This design comes from an exercise in tuning for small area, a short achievable clock period and few clock cycles per item on the open sky130 flow, not from production work.
Function was checked by simulation only, so behaviour that the tests miss may differ from the original.

==> flow/design.v, too long to show whole: its modules and the start of the top module <==
// module cdajd_gcd: 56 lines
// module cdajd_zinv: 232 lines
// module cdajd_cent: 88 lines
// module cdajd_jdn: 374 lines
// module cdajd_qlane: 175 lines
// module cdajd_mult: 405 lines
// module civil_datetime_to_ajd_fraction: 140 lines
module civil_datetime_to_ajd_fraction (
    input  logic        clk,
    input  logic        rst_n,
    input  logic        in_valid,
    output logic        in_ready,
    input  logic        in_mode,
    input  logic [13:0] in_year,
    input  logic [3:0]  in_month,
    input  logic [4:0]  in_day,
    input  logic [4:0]  in_hour,
    input  logic [5:0]  in_minute,
    input  logic [5:0]  in_second,
    output logic        out_valid,
    input  logic        out_ready,
    output logic [22:0] out_julian_day,
    output logic [39:0] out_ajd_numerator,
    output logic [17:0] out_ajd_denominator
);
  // ...
==> flow/run.sh <==
#!/bin/bash
# synth_recipe.tcl (not shown) runs the flow's synth.tcl, then flattens the netlist and writes it again
# the make line also repeats each setting of config.mk as NAME=value (left out here)
make -C /OpenROAD-flow-scripts/flow DESIGN_CONFIG=/design/flow/config.mk WORK_HOME=/design/flow/orfs CLKGATE_MAP_FILE= SYNTH_SCRIPT=/design/flow/synth_recipe.tcl finish
==> flow/config.mk <==
export PLATFORM = sky130hd
export DESIGN_NAME = civil_datetime_to_ajd_fraction
export DESIGN_NICKNAME = civil_datetime_to_ajd_fraction
export VERILOG_FILES = /design/flow/design.v
export SDC_FILE = /design/flow/constraint.sdc
export NUM_CORES = 4
export LEC_CHECK = 0
export ABC_AREA = 1
export CAP_MARGIN = 20
export CORE_MARGIN = 2
export CORE_UTILIZATION = 55
export SLEW_MARGIN = 20
==> flow/constraint.sdc <==
create_clock -name core_clock -period 10.0 [get_ports {clk}]
set_input_delay 2.0000 -clock core_clock [delete_from_list [all_inputs] [get_ports {clk}]]
set_output_delay 2.0000 -clock core_clock [all_outputs]
set_load 0.01 [all_outputs]
==> summary.md, run 1 <==
| Metric | Value |
|---|---|
| Outcome | `finished clean` |
| Library cell contributing the largest single delay on the critical path | `sky130_fd_sc_hd__nor2_1` |
| Proportion of synthesized flip-flops having asynchronous set or reset | `between 2 and 2.5%` |
| Critical-path maximum fanout | `11` |
| Flip-flop and latch count | `~240` |
| Remaining antenna violation count after routing | `0` |
| Critical path launch point type | `flip-flop` |
| Synth Area in Simple Gates | `roughly a tenth` |
| Cell count after synthesis | `a little under 3000` |
| Critical path capture point type | `flip-flop` |
| Cell Rows | `80` |
| Biggest register | `rnum` |
| Synth top area share | `between 20% and 30%` |
| Via count of the first global-routing pass | `20200` |
| Overall routed net length | `65500 µm` |
| Prevailing post-synth register cell | `sky130_fd_sc_hd__edfxtp_1` |
| Most common cell in the synthesized netlist | `sky130_fd_sc_hd__inv_1` |
| Post-synthesis cell area | `roughly 0.027 mm²` |
| Synth Area in XOR/XNOR | `under 10%` |
| Levels on crit path | `27` |
| Most common cell after layout, fill and taps aside | `sky130_fd_sc_hd__inv_1` |
| Sum of negative setup slack | `0 ns` |
| Most used cells in the layout excluding fill and tap cells | `sky130_fd_sc_hd__inv_1, sky130_fd_sc_hd__nand2_1, sky130_fd_sc_hd__fa_1, sky130_fd_sc_hd__ha_1, sky130_fd_sc_hd__o21ai_0` |
| Setup WS post-layout | `roughly 2.8 ns` |
| Peak clock frequency supported by timing | `roughly 140 MHz` |
| Number of max-slew violations in the final report | `0` |
| Met2 WL | `around 33000 µm` |
| Post-place instance area | `between 0.02 and 0.03 mm²` |
Testbench counts, summed over its fixed seeds: cycles 800, items 768.
==> run 2: changes to the inputs <==
--- a/flow/config.mk
+++ b/flow/config.mk
@@ -9,4 +9,5 @@
 export CAP_MARGIN = 20
 export CORE_MARGIN = 2
 export CORE_UTILIZATION = 55
+export SETUP_SLACK_MARGIN = 4.5
 export SLEW_MARGIN = 20
==> run 2 against run 1 <==
  * Clock skew fell by 0.0072 ns
  * Die area did not move
==> summary.md, run 2 <==
| Metric | Value |
|---|---|
| Outcome | `finished clean` |
| Proportion of synthesized flip-flops having asynchronous set or reset | `2.10% (unchanged)` |
| Area growth from synthesis to layout | `15.8%` |
| Peak clock frequency supported by timing | `176 MHz (+27%)` |
| Ratio of routed vias to standard cells | `5.50` |
| Fill cells | `approximately 4000` |
| Number of inserted diodes | `0` |
| Number of design rule violations left after detail routing | `0` |
| Layout cells sized above 1 | `a little under an eighth` |
| CTS Root Buffer Type | `sky130_fd_sc_hd__clkbuf_16` |
| Library cell contributing the largest single delay on the critical path | `sky130_fd_sc_hd__fa_2` |
| Sum of overflow across all layers after global routing | `0` |
| Post-synthesis cell area | `0.0268 mm² (unchanged)` |
| Number of hold-slack violations in the final timing report | `0` |
| Starting density of the core | `56.0%` |
| First drt pass iteration count | `6` |
| Most common cell in the synthesized netlist | `sky130_fd_sc_hd__inv_1` |
| Clock latency of the later-clocked register in the worst-skew pair | `around 0.57 ns` |
| Number of max-slew violations in the final report | `0 (unchanged)` |
| Number of antenna violations at the first check in global routing | `0` |
| Cell Rows | `80 (unchanged)` |
| Worst relative slew slack | `20.8%` |
| Worst Max-Slew Pin Slew | `between 1 and 1.5 ns` |
| Horizontal extent of the die | `around 220 µm` |
| Vertical extent of the die | `between 200 and 250 µm` |
| Number of endpoints failing setup at the final stage | `0` |
| Warning count from the yosys run | `7` |
| Part of the cycle the worst path needs | `~57%` |
| Worst path most repeated cell | `sky130_fd_sc_hd__o21ai_2` |
| Fraction of the yosys area taken by sequential cells | `between 20% and 30%` |
| Clock-pin transition on the worst setup and hold timing paths | `~0.060 ns` |
| Sequential cell area in the final layout | `0.00712 mm²` |
| I/O pin total | `about 130` |
| Number of buffers on the longest clock path | `3` |
| Reported max-cap violation count | `0` |
| CTS tree | `built` |
| Synth top area share | `26.1% (unchanged)` |
| Area of the core region | `roughly 0.048 mm²` |
| Via count of the first global-routing pass | `20700 (+2.4%)` |
| Critical-path maximum fanout | `8 (-3)` |
| Most common cell after layout, fill and taps aside | `sky130_fd_sc_hd__inv_1` |
| Peak per-stage delay on the critical path | `about 0.56 ns` |
| Biggest register | `rnum` |
| Tmin final | `approximately 5.7 ns` |
| DR iter-0 viols | `1720` |
| Top area cells in the synthesized netlist | `sky130_fd_sc_hd__edfxtp_1, sky130_fd_sc_hd__fa_1, sky130_fd_sc_hd__ha_1` |
| Critical path launch point type | `flip-flop` |
| Setup clock skew after layout | `~0.012 ns` |
| Number of nets in the synthesized netlist | `approximately 3500` |
| Area enclosed by the die boundary | `slightly above 0.05 mm²` |
| Placer Congestion | `~0.97` |
| Required time of the critical path | `10.30 ns` |
| Unrepaired setup endpoints after global routing | `yes` |
| Overall routed net length | `67800 µm (+3.5%)` |
| Area of the multi-input gates | `~0.018 mm²` |
| Maximum level of the CTS H-tree | `1` |
| Syn Area/Cell | `9.12 µm²` |
| Sum of negative setup slack | `0 ns (unchanged)` |
| Critical path capture point type | `flip-flop` |
| Overall Global Routing Usage | `a little over a quarter` |
| CP cell instances | `buf_6, nor2_4, clkinvlp_4, buf_6, o2111ai_4, o21ai_2, fa_1, inv_1, fa_1, fa_2, ha_4, nand4_1, nor3_4, nand2_4, nand3_4, a21oi_4, buf_4, fa_2, o21ai_2, nand2_1, o21ai_2, nand2_1, o21ai_0` |
| Number of input and output port buffers inserted | `126` |
| Prevailing post-synth register cell | `sky130_fd_sc_hd__edfxtp_1` |
| Most used cells in the layout excluding fill and tap cells | `sky130_fd_sc_hd__inv_1, sky130_fd_sc_hd__nand2_1, sky130_fd_sc_hd__fa_1, sky130_fd_sc_hd__ha_1, sky130_fd_sc_hd__edfxtp_1` |
| Classification of the worst-slack hold path | `reg -> reg` |
| Unique masters post-synth | `56` |
| Data arrival time of the worst path | `between 5 and 6 ns` |
| Hpwl dp | `52900 µm` |
| Number of nets in the finished design | `roughly 3700` |
| Number of flip-flops under the largest register name | `40` |
| Pin count of the biggest net entering global routing | `72` |
| Sinks on the clock net | `approximately 240` |
| Hold_buf cts | `0` |
| Biggest area consumer among synthesized cells | `sky130_fd_sc_hd__edfxtp_1` |
| Remaining antenna violation count after routing | `0 (unchanged)` |
| Cts bufs inserted | `29` |
| Path type of the worst setup path | `reg -> reg` |
| Ranking of synthesized cells by instance count | `sky130_fd_sc_hd__inv_1, sky130_fd_sc_hd__nand2_1, sky130_fd_sc_hd__fa_1` |
| Number of flops mapped to enable cells by yosys | `233` |
| Routed wire per std cell | `about 18 µm` |
| Global-route wire length before repair | `between 100000 and 150000 µm` |
| Post-synthesis register bit count | `238` |
| Overall via count from detail_route | `a little over 20000` |
| Cell count after synthesis | `2942 (unchanged)` |
[run 2: final cells by class]
cell class | instances | share of cell area, %
tap | 615 | 2.48
multi-input combinational | 1928 | 56.8
inverter | 664 | 8.16
sequential | 238 | 22.9
timing repair inverter | 1 | 0.0241
timing repair buffer | 232 | 6.79
clock inverter | 17 | 0.435
clock buffer | 34 | 2.39
[run 2: final timing paths]
path                        start       end  slack, ns  depth (start not counted)
max                        pl3[6]  rnum[31]       4.32                         23
min                         a2[0]     a3[0]       0.42                          0
max reg2reg                pl3[6]  rnum[31]       4.32                         23
min reg2reg                 a2[0]     a3[0]       0.42                          0
max in group asynchronous   rst_n        v2       8.16                          1
min in group asynchronous   rst_n        v1       1.65                          1
[run 2: logic make-up (layout without fill, tap and decap cells)]
group / Yosys count / in the layout / share of synthesized area [%]
fa+ha+maj: 562 / 562 / 34.9
flops: 238 / 238 / 26.5
xor+xnor: 158 / 158 / 5.16
buf+inv: 776 / 948 / 11.1
other cells: 1 / 1 / 0.0140
compound gates: 539 / 539 / 11.7
mux: 20 / 20 / 0.746
simple gates: 648 / 648 / 9.84
[run 2: per-layer routing]
layer	routed length (µm)	part of all wire [%]	GRT usage (%)	vias to the layer above
met1	28000	41	34.8	9844
met4	2180	3.2	8.65	0
met5	0	0	0	-
met3	3680	5.4	3.13	148
met2	33900	50	46.4	736
li1	-	-	-	9792
[run 2: worst max-delay path: cells and delay by family (launching register included)]
kind	cells	cell delay [ns]
AOI/OAI and AO/OA	6	0.57
adders and majority gates	5	2.40
buffers and inverters	5	0.86
DFF	1	0.42
and+or+nand+nor	7	1.15
[run 2: repair_timing]
item | 4_1_cts | 5_1_grt
resized for setup | 93 | 202
cloned | 1 | 0
buffers inserted | 35 | 57
pin swaps | 16 | 59
endpoints found under the setup margin | 40 | 49
[run 2: stage by stage]
stage	cells	util, %	area (µm²)	worst slack, ns	hold WS (ns)
5_1_grt	3729	64.8	31100	4.08	0.419
3_3_place_gp	3585	59.5	28500	3.34	0.400
2_1_floorplan	2942	-	26800	4.58	0.400
4_1_cts	3672	62.4	29900	4.44	0.415
3_5_place_dp	3585	59.5	28500	3.20	0.405
6_report	3729	64.8	31100	4.32	0.415
==> module cdajd_qlane, before the edit <==
module cdajd_qlane (
    input  logic [17:0] zi,
    input  logic [8:0]  pl,     
    output logic [17:0] q
);
    logic        n0, n1, n2;
    logic [1:0]  s2, s3, s4;
    logic [17:0] r0, r1, r2, r3, r4;
    assign n0 = pl[8];
    assign n1 = pl[7];
    assign s2 = pl[6:5];
    assign n2 = pl[4];
    assign s3 = pl[3:2];
    assign s4 = pl[1:0];
    assign r0 = zi ^ {18{n0}};
    assign r1 = {zi[16:0] ^ {17{n1}}, 1'b0};
    always_comb
    begin
        case (s2)
            2'd0:    r2 = {zi[15:0] ^ {16{n2}}, 2'd0};
            2'd1:    r2 = {zi[14:0], 3'd0};
            2'd2:    r2 = {zi[13:0], 4'd0};
            default: r2 = {zi[12:0], 5'd0};
        endcase
        case (s3)
            2'd0:    r3 = 18'd0;
            2'd1:    r3 = {zi[12:0], 5'd0};
            2'd2:    r3 = {zi[11:0], 6'd0};
            default: r3 = {zi[10:0], 7'd0};
        endcase
        case (s4)
            2'd0:    r4 = 18'd0;
            2'd1:    r4 = {zi[10:0], 7'd0};
            default: r4 = {zi[8:0], 9'd0};
        endcase
    end
    logic ql_w1, ql_w2;
    logic ql_w3, ql_w4;
    logic ql_w5, ql_w6;
    logic ql_w7, ql_w8;
    logic ql_w9, ql_w10;
    logic ql_w11, ql_w12;
    logic ql_w13, ql_w14;
    logic ql_w15, ql_w16;
    logic ql_w17, ql_w18;
    logic ql_w19, ql_w20;
    logic ql_w21, ql_w22;
    logic ql_w23, ql_w24;
    logic ql_w25, ql_w26;
    logic ql_w27, ql_w28;
    logic ql_w29, ql_w30;
    logic ql_w31, ql_w32;
    logic ql_w33, ql_w34;
    logic ql_w35, ql_w36;
    logic ql_w37, ql_w38;
    logic ql_w39, ql_w40;
    logic ql_w41, ql_w42;
    logic ql_w43, ql_w44;
    logic ql_w45, ql_w46;
    logic ql_w47, ql_w48;
    logic ql_w49, ql_w50;
    logic ql_w51, ql_w52;
    logic ql_w53, ql_w54;
    logic ql_w55, ql_w56;
    logic ql_w57, ql_w58;
    logic ql_w59, ql_w60;
    logic ql_w61, ql_w62;
    logic ql_w63, ql_w64;
    logic ql_w65, ql_w66;
    logic ql_w67, ql_w68;
    logic ql_w69, ql_w70;
    logic ql_w71, ql_w72;
    logic ql_w73, ql_w74;
    logic ql_w75, ql_w76;
    logic ql_w77, ql_w78;
    logic ql_w79, ql_w80;
    logic ql_w81, ql_w82;
    logic ql_w83, ql_w84;
    logic ql_w85, ql_w86;
    logic ql_w87, ql_w88;
    logic [47:0] ql_ra, ql_rb;
    logic [47:0] ql_sum;
    assign ql_w1 = r0[7] ^ r1[7];
    assign ql_w2 = r0[7] & r1[7];
    assign ql_w3 = r0[8] ^ r1[8] ^ r2[8];
    assign ql_w4 = (r0[8] & r1[8]) | (r0[8] & r2[8]) | (r1[8] & r2[8]);
    assign ql_w5 = r0[9] ^ r1[9] ^ r2[9];
    assign ql_w6 = (r0[9] & r1[9]) | (r0[9] & r2[9]) | (r1[9] & r2[9]);
    assign ql_w7 = r0[10] ^ r1[10] ^ r2[10];
    assign ql_w8 = (r0[10] & r1[10]) | (r0[10] & r2[10]) | (r1[10] & r2[10]);
    assign ql_w9 = r0[11] ^ r1[11] ^ r2[11];
    assign ql_w10 = (r0[11] & r1[11]) | (r0[11] & r2[11]) | (r1[11] & r2[11]);
    assign ql_w11 = r0[12] ^ r1[12] ^ r2[12];
    assign ql_w12 = (r0[12] & r1[12]) | (r0[12] & r2[12]) | (r1[12] & r2[12]);
    assign ql_w13 = r0[13] ^ r1[13] ^ r2[13];
    assign ql_w14 = (r0[13] & r1[13]) | (r0[13] & r2[13]) | (r1[13] & r2[13]);
    assign ql_w15 = r0[14] ^ r1[14] ^ r2[14];
    assign ql_w16 = (r0[14] & r1[14]) | (r0[14] & r2[14]) | (r1[14] & r2[14]);
    assign ql_w17 = r0[15] ^ r1[15] ^ r2[15];
    assign ql_w18 = (r0[15] & r1[15]) | (r0[15] & r2[15]) | (r1[15] & r2[15]);
    assign ql_w19 = r0[16] ^ r1[16] ^ r2[16];
    assign ql_w20 = (r0[16] & r1[16]) | (r0[16] & r2[16]) | (r1[16] & r2[16]);
    assign ql_w21 = r0[17] ^ r1[17] ^ r2[17];
    assign ql_w22 = (r0[17] & r1[17]) | (r0[17] & r2[17]) | (r1[17] & r2[17]);
    assign ql_w23 = r0[2] ^ r1[2];
    assign ql_w24 = r0[2] & r1[2];
    assign ql_w25 = r0[3] ^ r1[3];
    assign ql_w26 = r0[3] & r1[3];
    assign ql_w27 = r0[4] ^ r1[4];
    assign ql_w28 = r0[4] & r1[4];
    assign ql_w29 = r0[5] ^ r1[5] ^ r2[5];
    assign ql_w30 = (r0[5] & r1[5]) | (r0[5] & r2[5]) | (r1[5] & r2[5]);
    assign ql_w31 = r0[6] ^ r1[6] ^ r2[6];
    assign ql_w32 = (r0[6] & r1[6]) | (r0[6] & r2[6]) | (r1[6] & r2[6]);
    assign ql_w33 = r2[7] ^ r3[7] ^ r4[7];
    assign ql_w34 = (r2[7] & r3[7]) | (r2[7] & r4[7]) | (r3[7] & r4[7]);
    assign ql_w35 = ql_w2 ^ r3[8] ^ r4[8];
    assign ql_w36 = (ql_w2 & r3[8]) | (ql_w2 & r4[8]) | (r3[8] & r4[8]);
    assign ql_w37 = ql_w4 ^ r3[9] ^ r4[9];
    assign ql_w38 = (ql_w4 & r3[9]) | (ql_w4 & r4[9]) | (r3[9] & r4[9]);
    assign ql_w39 = ql_w6 ^ r3[10] ^ r4[10];
    assign ql_w40 = (ql_w6 & r3[10]) | (ql_w6 & r4[10]) | (r3[10] & r4[10]);
    assign ql_w41 = ql_w8 ^ r3[11] ^ r4[11];
    assign ql_w42 = (ql_w8 & r3[11]) | (ql_w8 & r4[11]) | (r3[11] & r4[11]);
    assign ql_w43 = ql_w10 ^ r3[12] ^ r4[12];
    assign ql_w44 = (ql_w10 & r3[12]) | (ql_w10 & r4[12]) | (r3[12] & r4[12]);
    assign ql_w45 = ql_w12 ^ r3[13] ^ r4[13];
    assign ql_w46 = (ql_w12 & r3[13]) | (ql_w12 & r4[13]) | (r3[13] & r4[13]);
    assign ql_w47 = ql_w14 ^ r3[14] ^ r4[14];
    assign ql_w48 = (ql_w14 & r3[14]) | (ql_w14 & r4[14]) | (r3[14] & r4[14]);
    assign ql_w49 = ql_w16 ^ r3[15] ^ r4[15];
    assign ql_w50 = (ql_w16 & r3[15]) | (ql_w16 & r4[15]) | (r3[15] & r4[15]);
    assign ql_w51 = ql_w18 ^ r3[16] ^ r4[16];
    assign ql_w52 = (ql_w18 & r3[16]) | (ql_w18 & r4[16]) | (r3[16] & r4[16]);
    assign ql_w53 = ql_w20 ^ r3[17] ^ r4[17];
    assign ql_w54 = (ql_w20 & r3[17]) | (ql_w20 & r4[17]) | (r3[17] & r4[17]);
    assign ql_w55 = r0[1] ^ r1[1];
    assign ql_w56 = r0[1] & r1[1];
    assign ql_w57 = r2[2] ^ n2 ^ ql_w23;
    assign ql_w58 = (r2[2] & n2) | (r2[2] & ql_w23) | (n2 & ql_w23);
    assign ql_w59 = ql_w24 ^ r2[3] ^ ql_w25;
    assign ql_w60 = (ql_w24 & r2[3]) | (ql_w24 & ql_w25) | (r2[3] & ql_w25);
    assign ql_w61 = ql_w26 ^ r2[4] ^ ql_w27;
    assign ql_w62 = (ql_w26 & r2[4]) | (ql_w26 & ql_w27) | (r2[4] & ql_w27);
    assign ql_w63 = ql_w28 ^ r3[5] ^ ql_w29;
    assign ql_w64 = (ql_w28 & r3[5]) | (ql_w28 & ql_w29) | (r3[5] & ql_w29);
    assign ql_w65 = ql_w30 ^ r3[6] ^ ql_w31;
    assign ql_w66 = (ql_w30 & r3[6]) | (ql_w30 & ql_w31) | (r3[6] & ql_w31);
    assign ql_w67 = ql_w32 ^ ql_w1 ^ ql_w33;
    assign ql_w68 = (ql_w32 & ql_w1) | (ql_w32 & ql_w33) | (ql_w1 & ql_w33);
    assign ql_w69 = ql_w34 ^ ql_w3 ^ ql_w35;
    assign ql_w70 = (ql_w34 & ql_w3) | (ql_w34 & ql_w35) | (ql_w3 & ql_w35);
    assign ql_w71 = ql_w36 ^ ql_w5 ^ ql_w37;
    assign ql_w72 = (ql_w36 & ql_w5) | (ql_w36 & ql_w37) | (ql_w5 & ql_w37);
    assign ql_w73 = ql_w38 ^ ql_w7 ^ ql_w39;
    assign ql_w74 = (ql_w38 & ql_w7) | (ql_w38 & ql_w39) | (ql_w7 & ql_w39);
    assign ql_w75 = ql_w40 ^ ql_w9 ^ ql_w41;
    assign ql_w76 = (ql_w40 & ql_w9) | (ql_w40 & ql_w41) | (ql_w9 & ql_w41);
    assign ql_w77 = ql_w42 ^ ql_w11 ^ ql_w43;
    assign ql_w78 = (ql_w42 & ql_w11) | (ql_w42 & ql_w43) | (ql_w11 & ql_w43);
    assign ql_w79 = ql_w44 ^ ql_w13 ^ ql_w45;
    assign ql_w80 = (ql_w44 & ql_w13) | (ql_w44 & ql_w45) | (ql_w13 & ql_w45);
    assign ql_w81 = ql_w46 ^ ql_w15 ^ ql_w47;
    assign ql_w82 = (ql_w46 & ql_w15) | (ql_w46 & ql_w47) | (ql_w15 & ql_w47);
    assign ql_w83 = ql_w48 ^ ql_w17 ^ ql_w49;
    assign ql_w84 = (ql_w48 & ql_w17) | (ql_w48 & ql_w49) | (ql_w17 & ql_w49);
    assign ql_w85 = ql_w50 ^ ql_w19 ^ ql_w51;
    assign ql_w86 = (ql_w50 & ql_w19) | (ql_w50 & ql_w51) | (ql_w19 & ql_w51);
    assign ql_w87 = ql_w52 ^ ql_w21 ^ ql_w53;
    assign ql_w88 = (ql_w52 & ql_w21) | (ql_w52 & ql_w53) | (ql_w21 & ql_w53);
    assign ql_ra = {30'd0, ql_w86, ql_w84, ql_w82, ql_w80, ql_w78, ql_w76, ql_w74, ql_w72, ql_w70, ql_w68, ql_w66, ql_w64, ql_w62, ql_w60, ql_w58, ql_w56, n1, r0[0]};
    assign ql_rb = {30'd0, ql_w87, ql_w85, ql_w83, ql_w81, ql_w79, ql_w77, ql_w75, ql_w73, ql_w71, ql_w69, ql_w67, ql_w65, ql_w63, ql_w61, ql_w59, ql_w57, ql_w55, n0};
    assign ql_sum = cdajd_pkg::bk_add(ql_ra, ql_rb);
    assign q = ql_sum[17:0];
endmodule
==> module cdajd_mult, before the edit <==
module cdajd_mult (
    input  logic [22:0] jd,
    input  logic [17:0] qp,
    input  logic [2:0]  a,
    input  logic [8:0]  pl,
    output logic [39:0] num
);
    logic        n0, n1, n2, k0, k1, k2;
    logic [1:0]  s2, s3, s4;
    logic [22:0] r0, r1;
    logic [25:0] r2;
    logic [24:0] r3, r4;
    logic [17:0] rq;
    logic [46:0] w;
    assign n0 = pl[8];
    assign n1 = pl[7];
    assign s2 = pl[6:5];
    assign n2 = pl[4];
    assign s3 = pl[3:2];
    assign s4 = pl[1:0];
    assign k0 = ~n0;
    assign k1 = ~n1;
    assign k2 = ~n2 | (s2 != 2'd0);
    assign r0 = jd ^ {23{n0}};
    assign r1 = jd ^ {23{n1}};
    always_comb
    begin
        case (s2)
            2'd0:    r2 = {3'd0, jd ^ {23{n2}}};
            2'd1:    r2 = {2'd0, jd, 1'd0};
            2'd2:    r2 = {1'd0, jd, 2'd0};
            default: r2 = {jd, 3'd0};
        endcase
        case (s3)
            2'd0:    r3 = 25'd0;
            2'd1:    r3 = {2'd0, jd};
            2'd2:    r3 = {1'd0, jd, 1'd0};
            default: r3 = {jd, 2'd0};
        endcase
        case (s4)
            2'd0:    r4 = 25'd0;
            2'd1:    r4 = {2'd0, jd};
            default: r4 = {jd, 2'd0};
        endcase
    end
    assign rq = {~qp[17], qp[16:0]};
    logic nm_w1, nm_w2;
    logic nm_w3, nm_w4;
    logic nm_w5, nm_w6;
    logic nm_w7, nm_w8;
    logic nm_w9, nm_w10;
    logic nm_w11, nm_w12;
    logic nm_w13, nm_w14;
    logic nm_w15, nm_w16;
    logic nm_w17, nm_w18;
    logic nm_w19, nm_w20;
    logic nm_w21, nm_w22;
    logic nm_w23, nm_w24;
    logic nm_w25, nm_w26;
    logic nm_w27, nm_w28;
    logic nm_w29, nm_w30;
    logic nm_w31, nm_w32;
    logic nm_w33, nm_w34;
    logic nm_w35, nm_w36;
    logic nm_w37, nm_w38;
    logic nm_w39, nm_w40;
    logic nm_w41, nm_w42;
    logic nm_w43, nm_w44;
    logic nm_w45, nm_w46;
    logic nm_w47, nm_w48;
    logic nm_w49, nm_w50;
    logic nm_w51, nm_w52;
    logic nm_w53, nm_w54;
    logic nm_w55, nm_w56;
    logic nm_w57, nm_w58;
    logic nm_w59, nm_w60;
    logic nm_w61, nm_w62;
    logic nm_w63, nm_w64;
    logic nm_w65, nm_w66;
    logic nm_w67, nm_w68;
    logic nm_w69, nm_w70;
    logic nm_w71, nm_w72;
    logic nm_w73, nm_w74;
    logic nm_w75, nm_w76;
    logic nm_w77, nm_w78;
    logic nm_w79, nm_w80;
    logic nm_w81, nm_w82;
    logic nm_w83, nm_w84;
    logic nm_w85, nm_w86;
    logic nm_w87, nm_w88;
    logic nm_w89, nm_w90;
    logic nm_w91, nm_w92;
    logic nm_w93, nm_w94;
    logic nm_w95, nm_w96;
    logic nm_w97, nm_w98;
    logic nm_w99, nm_w100;
    logic nm_w101, nm_w102;
    logic nm_w103, nm_w104;
    logic nm_w105, nm_w106;
    logic nm_w107, nm_w108;
    logic nm_w109, nm_w110;
    logic nm_w111, nm_w112;
    logic nm_w113, nm_w114;
    logic nm_w115, nm_w116;
    logic nm_w117, nm_w118;
    logic nm_w119, nm_w120;
    logic nm_w121, nm_w122;
    logic nm_w123, nm_w124;
    logic nm_w125, nm_w126;
    logic nm_w127, nm_w128;
    logic nm_w129, nm_w130;
    logic nm_w131, nm_w132;
    logic nm_w133, nm_w134;
    logic nm_w135, nm_w136;
    logic nm_w137, nm_w138;
    logic nm_w139, nm_w140;
    logic nm_w141, nm_w142;
    logic nm_w143, nm_w144;
    logic nm_w145, nm_w146;
    logic nm_w147, nm_w148;
    logic nm_w149, nm_w150;
    logic nm_w151, nm_w152;
    logic nm_w153, nm_w154;
    logic nm_w155, nm_w156;
    logic nm_w157, nm_w158;
    logic nm_w159, nm_w160;
    logic nm_w161, nm_w162;
    logic nm_w163, nm_w164;
    logic nm_w165, nm_w166;
    logic nm_w167, nm_w168;
    logic nm_w169, nm_w170;
    logic nm_w171, nm_w172;
    logic nm_w173, nm_w174;
    logic nm_w175, nm_w176;
    logic nm_w177, nm_w178;
    logic nm_w179, nm_w180;
    logic nm_w181, nm_w182;
    logic nm_w183, nm_w184;
    logic nm_w185, nm_w186;
    logic nm_w187, nm_w188;
    logic nm_w189, nm_w190;
    logic nm_w191, nm_w192;
    logic nm_w193, nm_w194;
    logic nm_w195, nm_w196;
    logic nm_w197, nm_w198;
    logic nm_w199, nm_w200;
    logic nm_w201, nm_w202;
    logic nm_w203, nm_w204;
    logic nm_w205, nm_w206;
    logic nm_w207, nm_w208;
    logic nm_w209, nm_w210;
    logic nm_w211, nm_w212;
    logic nm_w213, nm_w214;
    logic nm_w215, nm_w216;
    logic nm_w217, nm_w218;
    logic nm_w219, nm_w220;
    logic nm_w221, nm_w222;
    logic nm_w223, nm_w224;
    logic nm_w225, nm_w226;
    logic nm_w227, nm_w228;
    logic nm_w229, nm_w230;
    logic nm_w231, nm_w232;
    logic nm_w233, nm_w234;
    logic [47:0] nm_ra, nm_rb;
    logic [47:0] nm_sum;
    assign nm_w1 = r0[10] ^ r1[9];
    assign nm_w2 = r0[10] & r1[9];
    assign nm_w3 = r0[11] ^ r1[10];
    assign nm_w4 = r0[11] & r1[10];
    assign nm_w5 = r0[12] ^ r1[11];
    assign nm_w6 = r0[12] & r1[11];
    assign nm_w7 = r0[13] ^ r1[12];
    assign nm_w8 = r0[13] & r1[12];
    assign nm_w9 = r0[14] ^ r1[13];
    assign nm_w10 = r0[14] & r1[13];
    assign nm_w11 = r0[15] ^ r1[14];
    assign nm_w12 = r0[15] & r1[14];
    assign nm_w13 = r0[16] ^ r1[15];
    assign nm_w14 = r0[16] & r1[15];
    assign nm_w15 = r0[17] ^ r1[16];
    assign nm_w16 = r0[17] & r1[16];
    assign nm_w17 = r0[18] ^ r1[17];
    assign nm_w18 = r0[18] & r1[17];
    assign nm_w19 = r0[19] ^ r1[18];
    assign nm_w20 = r0[19] & r1[18];
    assign nm_w21 = r0[20] ^ r1[19];
    assign nm_w22 = r0[20] & r1[19];
    assign nm_w23 = r0[21] ^ r1[20];
    assign nm_w24 = r0[21] & r1[20];
    assign nm_w25 = r0[22] ^ r1[21];
    assign nm_w26 = r0[22] & r1[21];
    assign nm_w27 = r0[2] ^ r1[1];
    assign nm_w28 = r0[2] & r1[1];
    assign nm_w29 = r0[3] ^ r1[2];
    assign nm_w30 = r0[3] & r1[2];
    assign nm_w31 = r0[4] ^ r1[3];
    assign nm_w32 = r0[4] & r1[3];
    assign nm_w33 = r0[5] ^ r1[4] ^ r2[3];
    assign nm_w34 = (r0[5] & r1[4]) | (r0[5] & r2[3]) | (r1[4] & r2[3]);
    assign nm_w35 = r0[6] ^ r1[5] ^ r2[4];
    assign nm_w36 = (r0[6] & r1[5]) | (r0[6] & r2[4]) | (r1[5] & r2[4]);
    assign nm_w37 = r0[7] ^ r1[6] ^ r2[5];
    assign nm_w38 = (r0[7] & r1[6]) | (r0[7] & r2[5]) | (r1[6] & r2[5]);
    assign nm_w39 = r3[2] ^ r4[0];
    assign nm_w40 = r3[2] & r4[0];
    assign nm_w41 = r0[8] ^ r1[7] ^ r2[6];
    assign nm_w42 = (r0[8] & r1[7]) | (r0[8] & r2[6]) | (r1[7] & r2[6]);
    assign nm_w43 = r3[3] ^ r4[1] ^ rq[15];
    assign nm_w44 = (r3[3] & r4[1]) | (r3[3] & rq[15]) | (r4[1] & rq[15]);
    assign nm_w45 = r0[9] ^ r1[8] ^ r2[7];
    assign nm_w46 = (r0[9] & r1[8]) | (r0[9] & r2[7]) | (r1[8] & r2[7]);
    assign nm_w47 = r3[4] ^ r4[2] ^ rq[16];
    assign nm_w48 = (r3[4] & r4[2]) | (r3[4] & rq[16]) | (r4[2] & rq[16]);
    assign nm_w49 = r2[8] ^ r3[5] ^ r4[3];
    assign nm_w50 = (r2[8] & r3[5]) | (r2[8] & r4[3]) | (r3[5] & r4[3]);
    assign nm_w51 = rq[17] ^ nm_w1 ^ 1'b1;
    assign nm_w52 = (rq[17] & nm_w1) | (rq[17] & 1'b1) | (nm_w1 & 1'b1);
    assign nm_w53 = nm_w2 ^ r2[9] ^ r3[6];
    assign nm_w54 = (nm_w2 & r2[9]) | (nm_w2 & r3[6]) | (r2[9] & r3[6]);
    assign nm_w55 = r4[4] ^ nm_w3 ^ 1'b1;
    assign nm_w56 = (r4[4] & nm_w3) | (r4[4] & 1'b1) | (nm_w3 & 1'b1);
    assign nm_w57 = nm_w4 ^ r2[10] ^ r3[7];
    assign nm_w58 = (nm_w4 & r2[10]) | (nm_w4 & r3[7]) | (r2[10] & r3[7]);
    assign nm_w59 = r4[5] ^ nm_w5 ^ 1'b1;
    assign nm_w60 = (r4[5] & nm_w5) | (r4[5] & 1'b1) | (nm_w5 & 1'b1);
    assign nm_w61 = nm_w6 ^ r2[11] ^ r3[8];
    assign nm_w62 = (nm_w6 & r2[11]) | (nm_w6 & r3[8]) | (r2[11] & r3[8]);
    assign nm_w63 = r4[6] ^ nm_w7 ^ 1'b1;
    assign nm_w64 = (r4[6] & nm_w7) | (r4[6] & 1'b1) | (nm_w7 & 1'b1);
    assign nm_w65 = nm_w8 ^ r2[12] ^ r3[9];
    assign nm_w66 = (nm_w8 & r2[12]) | (nm_w8 & r3[9]) | (r2[12] & r3[9]);
    assign nm_w67 = r4[7] ^ nm_w9 ^ 1'b1;
    assign nm_w68 = (r4[7] & nm_w9) | (r4[7] & 1'b1) | (nm_w9 & 1'b1);
    assign nm_w69 = nm_w10 ^ r2[13] ^ r3[10];
    assign nm_w70 = (nm_w10 & r2[13]) | (nm_w10 & r3[10]) | (r2[13] & r3[10]);
    assign nm_w71 = r4[8] ^ nm_w11 ^ 1'b1;
    assign nm_w72 = (r4[8] & nm_w11) | (r4[8] & 1'b1) | (nm_w11 & 1'b1);
    assign nm_w73 = nm_w12 ^ r2[14] ^ r3[11];
    assign nm_w74 = (nm_w12 & r2[14]) | (nm_w12 & r3[11]) | (r2[14] & r3[11]);
    assign nm_w75 = r4[9] ^ nm_w13 ^ 1'b1;
    assign nm_w76 = (r4[9] & nm_w13) | (r4[9] & 1'b1) | (nm_w13 & 1'b1);
    assign nm_w77 = nm_w14 ^ r2[15] ^ r3[12];
    assign nm_w78 = (nm_w14 & r2[15]) | (nm_w14 & r3[12]) | (r2[15] & r3[12]);
    assign nm_w79 = r4[10] ^ nm_w15 ^ 1'b1;
    assign nm_w80 = (r4[10] & nm_w15) | (r4[10] & 1'b1) | (nm_w15 & 1'b1);
    assign nm_w81 = nm_w16 ^ r2[16] ^ r3[13];
    assign nm_w82 = (nm_w16 & r2[16]) | (nm_w16 & r3[13]) | (r2[16] & r3[13]);
    assign nm_w83 = r4[11] ^ nm_w17 ^ 1'b1;
    assign nm_w84 = (r4[11] & nm_w17) | (r4[11] & 1'b1) | (nm_w17 & 1'b1);
    assign nm_w85 = nm_w18 ^ r2[17] ^ r3[14];
    assign nm_w86 = (nm_w18 & r2[17]) | (nm_w18 & r3[14]) | (r2[17] & r3[14]);
    assign nm_w87 = r4[12] ^ nm_w19 ^ 1'b1;
    assign nm_w88 = (r4[12] & nm_w19) | (r4[12] & 1'b1) | (nm_w19 & 1'b1);
    assign nm_w89 = nm_w20 ^ r2[18] ^ r3[15];
    assign nm_w90 = (nm_w20 & r2[18]) | (nm_w20 & r3[15]) | (r2[18] & r3[15]);
    assign nm_w91 = r4[13] ^ nm_w21 ^ 1'b1;
    assign nm_w92 = (r4[13] & nm_w21) | (r4[13] & 1'b1) | (nm_w21 & 1'b1);
    assign nm_w93 = nm_w22 ^ r2[19] ^ r3[16];
    assign nm_w94 = (nm_w22 & r2[19]) | (nm_w22 & r3[16]) | (r2[19] & r3[16]);
    assign nm_w95 = r4[14] ^ nm_w23 ^ 1'b1;
    assign nm_w96 = (r4[14] & nm_w23) | (r4[14] & 1'b1) | (nm_w23 & 1'b1);
    assign nm_w97 = nm_w24 ^ r2[20] ^ r3[17];
    assign nm_w98 = (nm_w24 & r2[20]) | (nm_w24 & r3[17]) | (r2[20] & r3[17]);
    assign nm_w99 = r4[15] ^ nm_w25 ^ 1'b1;
    assign nm_w100 = (r4[15] & nm_w25) | (r4[15] & 1'b1) | (nm_w25 & 1'b1);
    assign nm_w101 = nm_w26 ^ r1[22] ^ r2[21];
    assign nm_w102 = (nm_w26 & r1[22]) | (nm_w26 & r2[21]) | (r1[22] & r2[21]);
    assign nm_w103 = r3[18] ^ r4[16] ^ k0;
    assign nm_w104 = (r3[18] & r4[16]) | (r3[18] & k0) | (r4[16] & k0);
    assign nm_w105 = r2[22] ^ r3[19] ^ r4[17];
    assign nm_w106 = (r2[22] & r3[19]) | (r2[22] & r4[17]) | (r3[19] & r4[17]);
    assign nm_w107 = r2[23] ^ r3[20];
    assign nm_w108 = r2[23] & r3[20];
    assign nm_w109 = r2[24] ^ r3[21];
    assign nm_w110 = r2[24] & r3[21];
    assign nm_w111 = r2[25] ^ r3[22];
    assign nm_w112 = r2[25] & r3[22];
    assign nm_w113 = r0[1] ^ r1[0];
    assign nm_w114 = r0[1] & r1[0];
    assign nm_w115 = r2[0] ^ rq[9] ^ n2;
    assign nm_w116 = (r2[0] & rq[9]) | (r2[0] & n2) | (rq[9] & n2);
    assign nm_w117 = nm_w28 ^ r2[1] ^ rq[10];
    assign nm_w118 = (nm_w28 & r2[1]) | (nm_w28 & rq[10]) | (r2[1] & rq[10]);
    assign nm_w119 = nm_w30 ^ r2[2] ^ rq[11];
    assign nm_w120 = (nm_w30 & r2[2]) | (nm_w30 & rq[11]) | (r2[2] & rq[11]);
    assign nm_w121 = nm_w32 ^ r3[0] ^ rq[12];
    assign nm_w122 = (nm_w32 & r3[0]) | (nm_w32 & rq[12]) | (r3[0] & rq[12]);
    assign nm_w123 = nm_w34 ^ r3[1] ^ rq[13];
    assign nm_w124 = (nm_w34 & r3[1]) | (nm_w34 & rq[13]) | (r3[1] & rq[13]);
    assign nm_w125 = nm_w36 ^ rq[14] ^ nm_w37;
    assign nm_w126 = (nm_w36 & rq[14]) | (nm_w36 & nm_w37) | (rq[14] & nm_w37);
    assign nm_w127 = nm_w38 ^ nm_w40 ^ nm_w41;
    assign nm_w128 = (nm_w38 & nm_w40) | (nm_w38 & nm_w41) | (nm_w40 & nm_w41);
    assign nm_w129 = nm_w42 ^ nm_w44 ^ nm_w45;
    assign nm_w130 = (nm_w42 & nm_w44) | (nm_w42 & nm_w45) | (nm_w44 & nm_w45);
    assign nm_w131 = nm_w46 ^ nm_w48 ^ nm_w49;
    assign nm_w132 = (nm_w46 & nm_w48) | (nm_w46 & nm_w49) | (nm_w48 & nm_w49);
    assign nm_w133 = nm_w50 ^ nm_w52 ^ nm_w53;
    assign nm_w134 = (nm_w50 & nm_w52) | (nm_w50 & nm_w53) | (nm_w52 & nm_w53);
    assign nm_w135 = nm_w54 ^ nm_w56 ^ nm_w57;
    assign nm_w136 = (nm_w54 & nm_w56) | (nm_w54 & nm_w57) | (nm_w56 & nm_w57);
    assign nm_w137 = nm_w58 ^ nm_w60 ^ nm_w61;
    assign nm_w138 = (nm_w58 & nm_w60) | (nm_w58 & nm_w61) | (nm_w60 & nm_w61);
    assign nm_w139 = nm_w62 ^ nm_w64 ^ nm_w65;
    assign nm_w140 = (nm_w62 & nm_w64) | (nm_w62 & nm_w65) | (nm_w64 & nm_w65);
    assign nm_w141 = nm_w66 ^ nm_w68 ^ nm_w69;
    assign nm_w142 = (nm_w66 & nm_w68) | (nm_w66 & nm_w69) | (nm_w68 & nm_w69);
    assign nm_w143 = nm_w70 ^ nm_w72 ^ nm_w73;
    assign nm_w144 = (nm_w70 & nm_w72) | (nm_w70 & nm_w73) | (nm_w72 & nm_w73);
    assign nm_w145 = nm_w74 ^ nm_w76 ^ nm_w77;
    assign nm_w146 = (nm_w74 & nm_w76) | (nm_w74 & nm_w77) | (nm_w76 & nm_w77);
    assign nm_w147 = nm_w78 ^ nm_w80 ^ nm_w81;
    assign nm_w148 = (nm_w78 & nm_w80) | (nm_w78 & nm_w81) | (nm_w80 & nm_w81);
    assign nm_w149 = nm_w82 ^ nm_w84 ^ nm_w85;
    assign nm_w150 = (nm_w82 & nm_w84) | (nm_w82 & nm_w85) | (nm_w84 & nm_w85);
    assign nm_w151 = nm_w86 ^ nm_w88 ^ nm_w89;
    assign nm_w152 = (nm_w86 & nm_w88) | (nm_w86 & nm_w89) | (nm_w88 & nm_w89);
    assign nm_w153 = nm_w90 ^ nm_w92 ^ nm_w93;
    assign nm_w154 = (nm_w90 & nm_w92) | (nm_w90 & nm_w93) | (nm_w92 & nm_w93);
    assign nm_w155 = nm_w94 ^ nm_w96 ^ nm_w97;
    assign nm_w156 = (nm_w94 & nm_w96) | (nm_w94 & nm_w97) | (nm_w96 & nm_w97);
    assign nm_w157 = nm_w98 ^ nm_w100 ^ nm_w101;
    assign nm_w158 = (nm_w98 & nm_w100) | (nm_w98 & nm_w101) | (nm_w100 & nm_w101);
    assign nm_w159 = nm_w102 ^ nm_w104 ^ k1;
    assign nm_w160 = (nm_w102 & nm_w104) | (nm_w102 & k1) | (nm_w104 & k1);
    assign nm_w161 = nm_w106 ^ r4[18] ^ k2;
    assign nm_w162 = (nm_w106 & r4[18]) | (nm_w106 & k2) | (r4[18] & k2);
    assign nm_w163 = nm_w108 ^ r4[19] ^ nm_w109;
    assign nm_w164 = (nm_w108 & r4[19]) | (nm_w108 & nm_w109) | (r4[19] & nm_w109);
    assign nm_w165 = nm_w110 ^ r4[20] ^ nm_w111;
    assign nm_w166 = (nm_w110 & r4[20]) | (nm_w110 & nm_w111) | (r4[20] & nm_w111);
    assign nm_w167 = nm_w112 ^ r3[23] ^ r4[21];
    assign nm_w168 = (nm_w112 & r3[23]) | (nm_w112 & r4[21]) | (r3[23] & r4[21]);
    assign nm_w169 = r3[24] ^ r4[22];
    assign nm_w170 = r3[24] & r4[22];
    assign nm_w171 = r0[0] ^ rq[7];
    assign nm_w172 = r0[0] & rq[7];
    assign nm_w173 = rq[8] ^ n1 ^ nm_w113;
    assign nm_w174 = (rq[8] & n1) | (rq[8] & nm_w113) | (n1 & nm_w113);
    assign nm_w175 = nm_w114 ^ nm_w27 ^ nm_w115;
    assign nm_w176 = (nm_w114 & nm_w27) | (nm_w114 & nm_w115) | (nm_w27 & nm_w115);
    assign nm_w177 = nm_w116 ^ nm_w29 ^ nm_w117;
    assign nm_w178 = (nm_w116 & nm_w29) | (nm_w116 & nm_w117) | (nm_w29 & nm_w117);
    assign nm_w179 = nm_w118 ^ nm_w31 ^ nm_w119;
    assign nm_w180 = (nm_w118 & nm_w31) | (nm_w118 & nm_w119) | (nm_w31 & nm_w119);
    assign nm_w181 = nm_w120 ^ nm_w33 ^ nm_w121;
    assign nm_w182 = (nm_w120 & nm_w33) | (nm_w120 & nm_w121) | (nm_w33 & nm_w121);
    assign nm_w183 = nm_w122 ^ nm_w35 ^ nm_w123;
    assign nm_w184 = (nm_w122 & nm_w35) | (nm_w122 & nm_w123) | (nm_w35 & nm_w123);
    assign nm_w185 = nm_w124 ^ nm_w39 ^ nm_w125;
    assign nm_w186 = (nm_w124 & nm_w39) | (nm_w124 & nm_w125) | (nm_w39 & nm_w125);
    assign nm_w187 = nm_w126 ^ nm_w43 ^ nm_w127;
    assign nm_w188 = (nm_w126 & nm_w43) | (nm_w126 & nm_w127) | (nm_w43 & nm_w127);
    assign nm_w189 = nm_w128 ^ nm_w47 ^ nm_w129;
    assign nm_w190 = (nm_w128 & nm_w47) | (nm_w128 & nm_w129) | (nm_w47 & nm_w129);
    assign nm_w191 = nm_w130 ^ nm_w51 ^ nm_w131;
    assign nm_w192 = (nm_w130 & nm_w51) | (nm_w130 & nm_w131) | (nm_w51 & nm_w131);
    assign nm_w193 = nm_w132 ^ nm_w55 ^ nm_w133;
    assign nm_w194 = (nm_w132 & nm_w55) | (nm_w132 & nm_w133) | (nm_w55 & nm_w133);
    assign nm_w195 = nm_w134 ^ nm_w59 ^ nm_w135;
    assign nm_w196 = (nm_w134 & nm_w59) | (nm_w134 & nm_w135) | (nm_w59 & nm_w135);
    assign nm_w197 = nm_w136 ^ nm_w63 ^ nm_w137;
    assign nm_w198 = (nm_w136 & nm_w63) | (nm_w136 & nm_w137) | (nm_w63 & nm_w137);
    assign nm_w199 = nm_w138 ^ nm_w67 ^ nm_w139;
    assign nm_w200 = (nm_w138 & nm_w67) | (nm_w138 & nm_w139) | (nm_w67 & nm_w139);
    assign nm_w201 = nm_w140 ^ nm_w71 ^ nm_w141;
    assign nm_w202 = (nm_w140 & nm_w71) | (nm_w140 & nm_w141) | (nm_w71 & nm_w141);
    assign nm_w203 = nm_w142 ^ nm_w75 ^ nm_w143;
    assign nm_w204 = (nm_w142 & nm_w75) | (nm_w142 & nm_w143) | (nm_w75 & nm_w143);
    assign nm_w205 = nm_w144 ^ nm_w79 ^ nm_w145;
    assign nm_w206 = (nm_w144 & nm_w79) | (nm_w144 & nm_w145) | (nm_w79 & nm_w145);
    assign nm_w207 = nm_w146 ^ nm_w83 ^ nm_w147;
    assign nm_w208 = (nm_w146 & nm_w83) | (nm_w146 & nm_w147) | (nm_w83 & nm_w147);
    assign nm_w209 = nm_w148 ^ nm_w87 ^ nm_w149;
    assign nm_w210 = (nm_w148 & nm_w87) | (nm_w148 & nm_w149) | (nm_w87 & nm_w149);
    assign nm_w211 = nm_w150 ^ nm_w91 ^ nm_w151;
    assign nm_w212 = (nm_w150 & nm_w91) | (nm_w150 & nm_w151) | (nm_w91 & nm_w151);
    assign nm_w213 = nm_w152 ^ nm_w95 ^ nm_w153;
    assign nm_w214 = (nm_w152 & nm_w95) | (nm_w152 & nm_w153) | (nm_w95 & nm_w153);
    assign nm_w215 = nm_w154 ^ nm_w99 ^ nm_w155;
    assign nm_w216 = (nm_w154 & nm_w99) | (nm_w154 & nm_w155) | (nm_w99 & nm_w155);
    assign nm_w217 = nm_w156 ^ nm_w103 ^ nm_w157;
    assign nm_w218 = (nm_w156 & nm_w103) | (nm_w156 & nm_w157) | (nm_w103 & nm_w157);
    assign nm_w219 = nm_w158 ^ nm_w105 ^ nm_w159;
    assign nm_w220 = (nm_w158 & nm_w105) | (nm_w158 & nm_w159) | (nm_w105 & nm_w159);
    assign nm_w221 = nm_w160 ^ nm_w107 ^ nm_w161;
    assign nm_w222 = (nm_w160 & nm_w107) | (nm_w160 & nm_w161) | (nm_w107 & nm_w161);
    assign nm_w223 = nm_w162 ^ nm_w163 ^ 1'b1;
    assign nm_w224 = (nm_w162 & nm_w163) | (nm_w162 & 1'b1) | (nm_w163 & 1'b1);
    assign nm_w225 = nm_w164 ^ nm_w165 ^ 1'b1;
    assign nm_w226 = (nm_w164 & nm_w165) | (nm_w164 & 1'b1) | (nm_w165 & 1'b1);
    assign nm_w227 = nm_w166 ^ nm_w167 ^ 1'b1;
    assign nm_w228 = (nm_w166 & nm_w167) | (nm_w166 & 1'b1) | (nm_w167 & 1'b1);
    assign nm_w229 = nm_w168 ^ nm_w169 ^ 1'b1;
    assign nm_w230 = (nm_w168 & nm_w169) | (nm_w168 & 1'b1) | (nm_w169 & 1'b1);
    assign nm_w231 = nm_w170 ^ r4[23] ^ 1'b1;
    assign nm_w232 = (nm_w170 & r4[23]) | (nm_w170 & 1'b1) | (r4[23] & 1'b1);
    assign nm_w233 = r4[24] ^ 1'b1;
    assign nm_w234 = r4[24] & 1'b1;
    assign nm_ra = {1'd0, 1'b1, 1'b1, 1'b1, 1'b1, 1'b1, 1'b1, 1'b1, nm_w234, nm_w232, nm_w230, nm_w228, nm_w226, nm_w224, nm_w222, nm_w220, nm_w218, nm_w216, nm_w214, nm_w212, nm_w210, nm_w208, nm_w206, nm_w204, nm_w202, nm_w200, nm_w198, nm_w196, nm_w194, nm_w192, nm_w190, nm_w188, nm_w186, nm_w184, nm_w182, nm_w180, nm_w178, nm_w176, nm_w174, nm_w172, n0, rq[6], rq[5], rq[4], rq[3], rq[2], rq[1], rq[0]};
    assign nm_rb = {1'd0, 1'b0, 1'b0, 1'b0, 1'b0, 1'b0, 1'b0, 1'b0, 1'b1, nm_w233, nm_w231, nm_w229, nm_w227, nm_w225, nm_w223, nm_w221, nm_w219, nm_w217, nm_w215, nm_w213, nm_w211, nm_w209, nm_w207, nm_w205, nm_w203, nm_w201, nm_w199, nm_w197, nm_w195, nm_w193, nm_w191, nm_w189, nm_w187, nm_w185, nm_w183, nm_w181, nm_w179, nm_w177, nm_w175, nm_w173, nm_w171, 1'b0, 1'b0, 1'b0, 1'b0, 1'b0, 1'b0, 1'b0};
    assign nm_sum = cdajd_pkg::bk_add(nm_ra, nm_rb);
    assign w = nm_sum[46:0];
    assign num = 40'(w >> a);
endmodule
==> module civil_datetime_to_ajd_fraction, before the edit <==
module civil_datetime_to_ajd_fraction (
    input  logic        clk,
    input  logic        rst_n,
    input  logic        in_valid,
    output logic        in_ready,
    input  logic        in_mode,
    input  logic [13:0] in_year,
    input  logic [3:0]  in_month,
    input  logic [4:0]  in_day,
    input  logic [4:0]  in_hour,
    input  logic [5:0]  in_minute,
    input  logic [5:0]  in_second,
    output logic        out_valid,
    input  logic        out_ready,
    output logic [22:0] out_julian_day,
    output logic [39:0] out_ajd_numerator,
    output logic [17:0] out_ajd_denominator
);
    logic v1, v2, v3, ov;
    logic adv_o, adv_3, adv_2, adv_1;
    logic full_r;
    assign adv_o    = !ov || out_ready;
    assign adv_3    = !v3 || adv_o;
    assign adv_2    = !v2 || adv_3;
    assign adv_1    = !v1 || adv_2;
    assign in_ready = !full_r || out_ready;
    always_ff @(posedge clk or negedge rst_n)
    begin
        if (!rst_n)
        begin
            v1     <= 1'b0;
            v2     <= 1'b0;
            v3     <= 1'b0;
            ov     <= 1'b0;
            full_r <= 1'b0;
        end
        else
        begin
            if (adv_1) v1 <= in_valid;
            if (adv_2) v2 <= v1;
            if (adv_3) v3 <= v2;
            if (adv_o) ov <= v3;
            full_r <= (adv_1 ? in_valid : v1) && (adv_2 ? v1 : v2)
                   && (adv_3 ? v2 : v3) && (adv_o ? v3 : ov);
        end
    end
    logic [4:0]  hh;
    logic [5:0]  mi, ss;
    logic [7:0]  cya;
    logic        fa;
    assign hh = in_mode ? in_hour   : 5'd0;
    assign mi = in_mode ? in_minute : 6'd0;
    assign ss = in_mode ? in_second : 6'd0;
    cdajd_cent u_cent (.year(in_year), .month(in_month), .cy(cya), .f(fa));
    logic [13:0] year1;
    logic [3:0]  month1;
    logic [4:0]  day1;
    logic [7:0]  cy1;
    logic        f1;
    logic [4:0]  hh1;
    logic [5:0]  mi1, ss1;
    always_ff @(posedge clk)
    begin
        if (adv_1)
        begin
            year1  <= in_year;
            month1 <= in_month;
            day1   <= in_day;
            cy1    <= cya;
            f1     <= fa;
            hh1    <= hh;
            mi1    <= mi;
            ss1    <= ss;
        end
    end
    logic [22:0] jdb;
    logic [17:0] zib;     
    logic [2:0]  a1;
    logic [1:0]  b1, c1;
    cdajd_gcd  u_gcd (.hh(hh1), .mi(mi1), .ss(ss1), .a(a1), .b(b1), .c(c1));
    cdajd_jdn  u_jd (.year(year1), .month(month1), .day(day1), .cy(cy1), .f(f1), .jd(jdb));
    cdajd_zinv u_zi (.hh(hh1), .mi(mi1), .ss(ss1), .zi(zib));
    logic [22:0] jd2;
    logic [17:0] zi2;
    logic [2:0]  a2;
    logic [1:0]  b2, c2;
    logic [8:0]  pl2;
    always_ff @(posedge clk)
    begin
        if (adv_2)
        begin
            jd2 <= jdb;
            zi2 <= zib;
            a2  <= a1;
            b2  <= b1;
            c2  <= c1;
            pl2 <= cdajd_pkg::row_plan({b1, c1});
        end
    end
    logic [17:0] qpc;     
    cdajd_qlane u_q (.zi(zi2), .pl(pl2), .q(qpc));
    logic [22:0] jd3;
    logic [17:0] qp3;
    logic [2:0]  a3;
    logic [1:0]  b3, c3;
    logic [8:0]  pl3;
    always_ff @(posedge clk)
    begin
        if (adv_3)
        begin
            jd3 <= jd2;
            qp3 <= qpc;
            a3  <= a2;
            b3  <= b2;
            c3  <= c2;
            pl3 <= pl2;
        end
    end
    logic [39:0] numc;
    cdajd_mult u_mul (.jd(jd3), .qp(qp3), .a(a3), .pl(pl3), .num(numc));
    logic [22:0] rjd;
    logic [39:0] rnum;
    logic [2:0]  ra;
    logic [1:0]  rb, rc;
    always_ff @(posedge clk)
    begin
        if (adv_o)
        begin
            rjd  <= jd3;
            rnum <= numc;
            ra   <= a3;
            rb   <= b3;
            rc   <= c3;
        end
    end
    assign out_valid           = ov;
    assign out_julian_day      = rjd;
    assign out_ajd_numerator   = rnum;
    assign out_ajd_denominator = {1'b0, cdajd_pkg::den_of({ra, rb, rc})};
endmodule
==> run 3: changes to the inputs <==
--- a/flow/design.v
+++ b/flow/design.v
@@ -54,6 +54,12 @@
             bk_add = pp ^ {g[46:0], 1'b0};
         end
     endfunction
+    function automatic logic [11:0] row_sel(input logic [8:0] pl);
+        row_sel = {pl[8], pl[7], pl[4],
+                   pl[6:5] == 2'd3, pl[6:5] == 2'd2, pl[6:5] == 2'd1, pl[6:5] == 2'd0,
+                   pl[3:2] == 2'd3, pl[3:2] == 2'd2, pl[3:2] == 2'd1,
+                   pl[1:0] == 2'd2, pl[1:0] == 2'd1};
+    endfunction
 endpackage
 module cdajd_gcd (
     input  logic [4:0] hh,
@@ -807,40 +813,22 @@
 endmodule
 module cdajd_qlane (
     input  logic [17:0] zi,
-    input  logic [8:0]  pl,     
+    input  logic [11:0] sel,    
     output logic [17:0] q
 );
     logic        n0, n1, n2;
-    logic [1:0]  s2, s3, s4;
+    logic [3:0]  e2;
+    logic [2:0]  e3;
+    logic [1:0]  e4;
     logic [17:0] r0, r1, r2, r3, r4;
-    assign n0 = pl[8];
-    assign n1 = pl[7];
-    assign s2 = pl[6:5];
-    assign n2 = pl[4];
-    assign s3 = pl[3:2];
-    assign s4 = pl[1:0];
+    assign {n0, n1, n2, e2, e3, e4} = sel;
     assign r0 = zi ^ {18{n0}};
     assign r1 = {zi[16:0] ^ {17{n1}}, 1'b0};
-    always_comb
-    begin
-        case (s2)
-            2'd0:    r2 = {zi[15:0] ^ {16{n2}}, 2'd0};
-            2'd1:    r2 = {zi[14:0], 3'd0};
-            2'd2:    r2 = {zi[13:0], 4'd0};
-            default: r2 = {zi[12:0], 5'd0};
-        endcase
-        case (s3)
-            2'd0:    r3 = 18'd0;
-            2'd1:    r3 = {zi[12:0], 5'd0};
-            2'd2:    r3 = {zi[11:0], 6'd0};
-            default: r3 = {zi[10:0], 7'd0};
-        endcase
-        case (s4)
-            2'd0:    r4 = 18'd0;
-            2'd1:    r4 = {zi[10:0], 7'd0};
-            default: r4 = {zi[8:0], 9'd0};
-        endcase
-    end
+    assign r2 = ({18{e2[0]}} & {zi[15:0] ^ {16{n2}}, 2'd0}) | ({18{e2[1]}} & {zi[14:0], 3'd0})
+              | ({18{e2[2]}} & {zi[13:0], 4'd0}) | ({18{e2[3]}} & {zi[12:0], 5'd0});
+    assign r3 = ({18{e3[0]}} & {zi[12:0], 5'd0}) | ({18{e3[1]}} & {zi[11:0], 6'd0})
+              | ({18{e3[2]}} & {zi[10:0], 7'd0});
+    assign r4 = ({18{e4[0]}} & {zi[10:0], 7'd0}) | ({18{e4[1]}} & {zi[8:0], 9'd0});
     logic ql_w1, ql_w2;
     logic ql_w3, ql_w4;
     logic ql_w5, ql_w6;
@@ -984,47 +972,28 @@
     input  logic [22:0] jd,
     input  logic [17:0] qp,
     input  logic [2:0]  a,
-    input  logic [8:0]  pl,
+    input  logic [11:0] sel,    
     output logic [39:0] num
 );
     logic        n0, n1, n2, k0, k1, k2;
-    logic [1:0]  s2, s3, s4;
+    logic [3:0]  e2;
+    logic [2:0]  e3;
+    logic [1:0]  e4;
     logic [22:0] r0, r1;
     logic [25:0] r2;
     logic [24:0] r3, r4;
     logic [17:0] rq;
     logic [46:0] w;
-    assign n0 = pl[8];
-    assign n1 = pl[7];
-    assign s2 = pl[6:5];
-    assign n2 = pl[4];
-    assign s3 = pl[3:2];
-    assign s4 = pl[1:0];
+    assign {n0, n1, n2, e2, e3, e4} = sel;
     assign k0 = ~n0;
     assign k1 = ~n1;
-    assign k2 = ~n2 | (s2 != 2'd0);
+    assign k2 = ~n2 | ~e2[0];
     assign r0 = jd ^ {23{n0}};
     assign r1 = jd ^ {23{n1}};
-    always_comb
-    begin
-        case (s2)
-            2'd0:    r2 = {3'd0, jd ^ {23{n2}}};
-            2'd1:    r2 = {2'd0, jd, 1'd0};
-            2'd2:    r2 = {1'd0, jd, 2'd0};
-            default: r2 = {jd, 3'd0};
-        endcase
-        case (s3)
-            2'd0:    r3 = 25'd0;
-            2'd1:    r3 = {2'd0, jd};
-            2'd2:    r3 = {1'd0, jd, 1'd0};
-            default: r3 = {jd, 2'd0};
-        endcase
-        case (s4)
-            2'd0:    r4 = 25'd0;
-            2'd1:    r4 = {2'd0, jd};
-            default: r4 = {jd, 2'd0};
-        endcase
-    end
+    assign r2 = ({26{e2[0]}} & {3'd0, jd ^ {23{n2}}}) | ({26{e2[1]}} & {2'd0, jd, 1'd0})
+              | ({26{e2[2]}} & {1'd0, jd, 2'd0}) | ({26{e2[3]}} & {jd, 3'd0});
+    assign r3 = ({25{e3[0]}} & {2'd0, jd}) | ({25{e3[1]}} & {1'd0, jd, 1'd0}) | ({25{e3[2]}} & {jd, 2'd0});
+    assign r4 = ({25{e4[0]}} & {2'd0, jd}) | ({25{e4[1]}} & {jd, 2'd0});
     assign rq = {~qp[17], qp[16:0]};
     logic nm_w1, nm_w2;
     logic nm_w3, nm_w4;
@@ -1471,7 +1440,7 @@
     logic [17:0] zi2;
     logic [2:0]  a2;
     logic [1:0]  b2, c2;
-    logic [8:0]  pl2;
+    logic [11:0] sel2;
     always_ff @(posedge clk)
     begin
         if (adv_2)
@@ -1481,16 +1450,16 @@
             a2  <= a1;
             b2  <= b1;
             c2  <= c1;
-            pl2 <= cdajd_pkg::row_plan({b1, c1});
+            sel2 <= cdajd_pkg::row_sel(cdajd_pkg::row_plan({b1, c1}));
         end
     end
     logic [17:0] qpc;     
-    cdajd_qlane u_q (.zi(zi2), .pl(pl2), .q(qpc));
+    cdajd_qlane u_q (.zi(zi2), .sel(sel2), .q(qpc));
     logic [22:0] jd3;
     logic [17:0] qp3;
     logic [2:0]  a3;
     logic [1:0]  b3, c3;
-    logic [8:0]  pl3;
+    logic [11:0] sel3;
     always_ff @(posedge clk)
     begin
         if (adv_3)
@@ -1500,11 +1469,11 @@
             a3  <= a2;
             b3  <= b2;
             c3  <= c2;
-            pl3 <= pl2;
+            sel3 <= sel2;
         end
     end
     logic [39:0] numc;
-    cdajd_mult u_mul (.jd(jd3), .qp(qp3), .a(a3), .pl(pl3), .num(numc));
+    cdajd_mult u_mul (.jd(jd3), .qp(qp3), .a(a3), .sel(sel3), .num(numc));
     logic [22:0] rjd;
     logic [39:0] rnum;
     logic [2:0]  ra;
--- a/flow/config.mk
+++ b/flow/config.mk
@@ -9,5 +9,5 @@
 export CAP_MARGIN = 20
 export CORE_MARGIN = 2
 export CORE_UTILIZATION = 55
-export SETUP_SLACK_MARGIN = 4.5
+export SETUP_SLACK_MARGIN = 5
 export SLEW_MARGIN = 20
==> run 3 against run 2 <==
  * Still clean on timing, DRC and antenna
  * Core utilization grew 1.9 points
  * Fmax grew 8.3%
  * Wire length grew 2.4%
  * Critical path type unchanged
  * Highest routed layer unchanged
==> summary.md, run 3 <==
| Metric | Value |
|---|---|
| Number of max-slew violations in the final report | `0 (unchanged)` |
| Placer Congestion | `0.920 (-5.0%)` |
| Post-synthesis register bit count | `242 (+1.7%)` |
| Sum of overflow across all layers after global routing | `0 (unchanged)` |
| Overall routed net length | `69400 µm (+2.4%)` |
| CTS tree | `built` |
| Path type of the worst setup path | `reg -> reg` |
| Cts bufs inserted | `27 (-6.9%)` |
| Compound-Gate Fraction of Synth Area | `9.55% (-2.2 points)` |
| Global-route wire length before repair | `110000 µm (+2.1%)` |
| Prevailing post-synth register cell | `sky130_fd_sc_hd__edfxtp_1` |
| Maximum level of the CTS H-tree | `1 (unchanged)` |
| Worst relative slew slack | `31.7% (+11 points)` |
| Proportion of synthesized flip-flops having asynchronous set or reset | `2.07% (-0.035 points)` |
| Overall via count from detail_route | `21200 (+3.5%)` |
| Post-layout instance count excluding filler cells | `3941 (+5.7%)` |
| Number of endpoints failing setup at the final stage | `0 (unchanged)` |
| Sinks on the clock net | `242 (+1.7%)` |
| Unrepaired setup endpoints after global routing | `yes` |
| Synth Area in XOR/XNOR | `5.06% (-0.094 points)` |
| Required time of the critical path | `10.27 ns (-0.03 ns)` |
| Synth Area in Simple Gates | `11.9% (+2.1 points)` |
| Vertical extent of the die | `226 µm (+0.55%)` |
| Warning count from the yosys run | `7 (unchanged)` |
| Outcome | `finished clean` |
| Biggest area consumer among synthesized cells | `sky130_fd_sc_hd__edfxtp_1` |
| Area of the core region | `0.0488 mm² (+1.9%)` |
| Area growth from synthesis to layout | `20.1%` |
| Top area cells in the synthesized netlist | `sky130_fd_sc_hd__edfxtp_1, sky130_fd_sc_hd__fa_1, sky130_fd_sc_hd__ha_1` |
| Number of buffers on the longest clock path | `3 (unchanged)` |
| Worst Max-Slew Pin Slew | `1.02 ns (-0.161 ns)` |
| Syn Area/Cell | `9.03 µm² (-1.1%)` |
==> run 3: stage by stage <==
stage                     instance area, µm²  hold slack, ns  util, %
after global routing                   32600           0.417     66.7
final                                  32600           0.412     66.7
after detailed placement               28800           0.405     58.9
after floorplan                        27200           0.400        -
after global placement                 28800           0.403     58.9
after CTS                              31400           0.411     64.4
==> run 3: cell type report <==
cell class | instances | area (µm²)
Fill cell | 3926 | 16300
Inverter | 687 | 2640
Clock inverter | 14 | 160
Tap cell | 664 | 831
Timing Repair Buffer | 338 | 3030
Multi-Input combinational cell | 1951 | 17900
Clock buffer | 35 | 746
Sequential cell | 242 | 7240
Timing Repair inverter | 10 | 70.1
==> run 3: final timing paths <==
kind,cells past startpoint,slack (ns),start,endpoint
setup / recovery,27,4.75,sel3[3],rnum[24]
hold / removal,0,0.41,b3[1],rb[1]
setup reg to reg,27,4.75,sel3[3],rnum[24]
hold reg to reg,0,0.41,b3[1],rb[1]
max in group asynchronous,1,8.13,rst_n,full_r
min in group asynchronous,1,1.68,rst_n,v1
==> run 3: logic make-up after synthesis <==
group	Yosys count
AO/OA/AOI/OAI	427
XOR/XNOR	156
adder cells (fa/ha/maj)	561
buffers and inverters	815
flip-flops	242
multiplexers	21
other	1
AND/OR/NAND/NOR	784
==> run 3: repair_timing <==
| item | 4_1_cts | 5_1_grt |
|---|---|---|
| setup buffers | 125 | 78 |
| gates resized for setup | 203 | 160 |
| endpoints found under the hold margin | 0 | 0 |
| pin swaps | 58 | 62 |
| cloned | 10 | 2 |
| endpoints found under the setup margin | 117 | 110 |
==> run 3: critical path, cell delays in order (launching register included) <==
cell	delay [ns]
sky130_fd_sc_hd__edfxtp_1	0.49
sky130_fd_sc_hd__buf_4	0.18
sky130_fd_sc_hd__clkinvlp_4	0.21
sky130_fd_sc_hd__o22ai_2	0.23
sky130_fd_sc_hd__a21oi_1	0.09
sky130_fd_sc_hd__fa_1	0.42
sky130_fd_sc_hd__inv_1	0.10
sky130_fd_sc_hd__fa_1	0.42
sky130_fd_sc_hd__inv_1	0.08
sky130_fd_sc_hd__fa_1	0.41
sky130_fd_sc_hd__inv_1	0.10
sky130_fd_sc_hd__ha_4	0.22
sky130_fd_sc_hd__nand2_1	0.06
sky130_fd_sc_hd__nand2_1	0.06
sky130_fd_sc_hd__nand2_1	0.10
sky130_fd_sc_hd__nand2_1	0.06
sky130_fd_sc_hd__nand2_1	0.05
sky130_fd_sc_hd__nand2_1	0.07
sky130_fd_sc_hd__o21bai_4	0.20
sky130_fd_sc_hd__a31o_4	0.25
sky130_fd_sc_hd__fa_2	0.39
sky130_fd_sc_hd__xor2_2	0.17
sky130_fd_sc_hd__nand2_1	0.09
sky130_fd_sc_hd__o21ai_2	0.09
sky130_fd_sc_hd__o21ai_2	0.20
sky130_fd_sc_hd__inv_1	0.09
sky130_fd_sc_hd__nand2_1	0.06
sky130_fd_sc_hd__o21ai_0	0.09
==> run 3: layer usage <==
metal / vias up / routed length [µm] / GRT usage, %
li1: 10100 / - / -
met1: 10200 / 27900 / 34.1
met2: 750 / 35000 / 47.9
met3: 209 / 3620 / 3.12
met4: 0 / 2850 / 10.5
met5: - / 0 / 0
Testbench counts of run 3, summed over its fixed seeds: cycles 800, items 768.

==> static timing again, ports no longer ideal <==
No port has a modelled driver above. Below, the same layouts with a new extraction and two added sets of constraints.
Step 1 sets driving cells, clkbuf_16 on the clock port and buf_2 on the other inputs (assumed; they add their load-dependent delay and slew).
Step 2, shift: input delay + t, output delay - t, t = (earliest + latest rising clock arrival at the registers) / 2. This alone moves slack from input paths to output paths.
Slacks: ideal / step 1 / step 2; pairs: ideal / step 1.
| run | shift t [ns] | setup WS [ns] | hold WS [ns] | clock arrival spread, ns | worst register clock-pin slew, ns |
|---|---|---|---|---|---|
| run 1 | 0.611 | 2.803 / 2.803 / 2.803 | 0.418 / 0.418 / 0.418 | 0.023 / 0.023 | 0.07 / 0.07 |
| run 2 | 0.617 | 4.315 / 4.315 / 4.226 | 0.415 / 0.415 / 0.415 | 0.012 / 0.012 | 0.06 / 0.06 |
| run 3 | 0.595 | 4.753 / 4.753 / 4.602 | 0.412 / 0.412 / 0.412 | 0.020 / 0.019 | 0.07 / 0.07 |
After both steps every run listed still meets setup and hold. For run 3, which loses most, drivers alone change the setup slack by 0.000 ns; drivers and shift together by -0.151 ns.
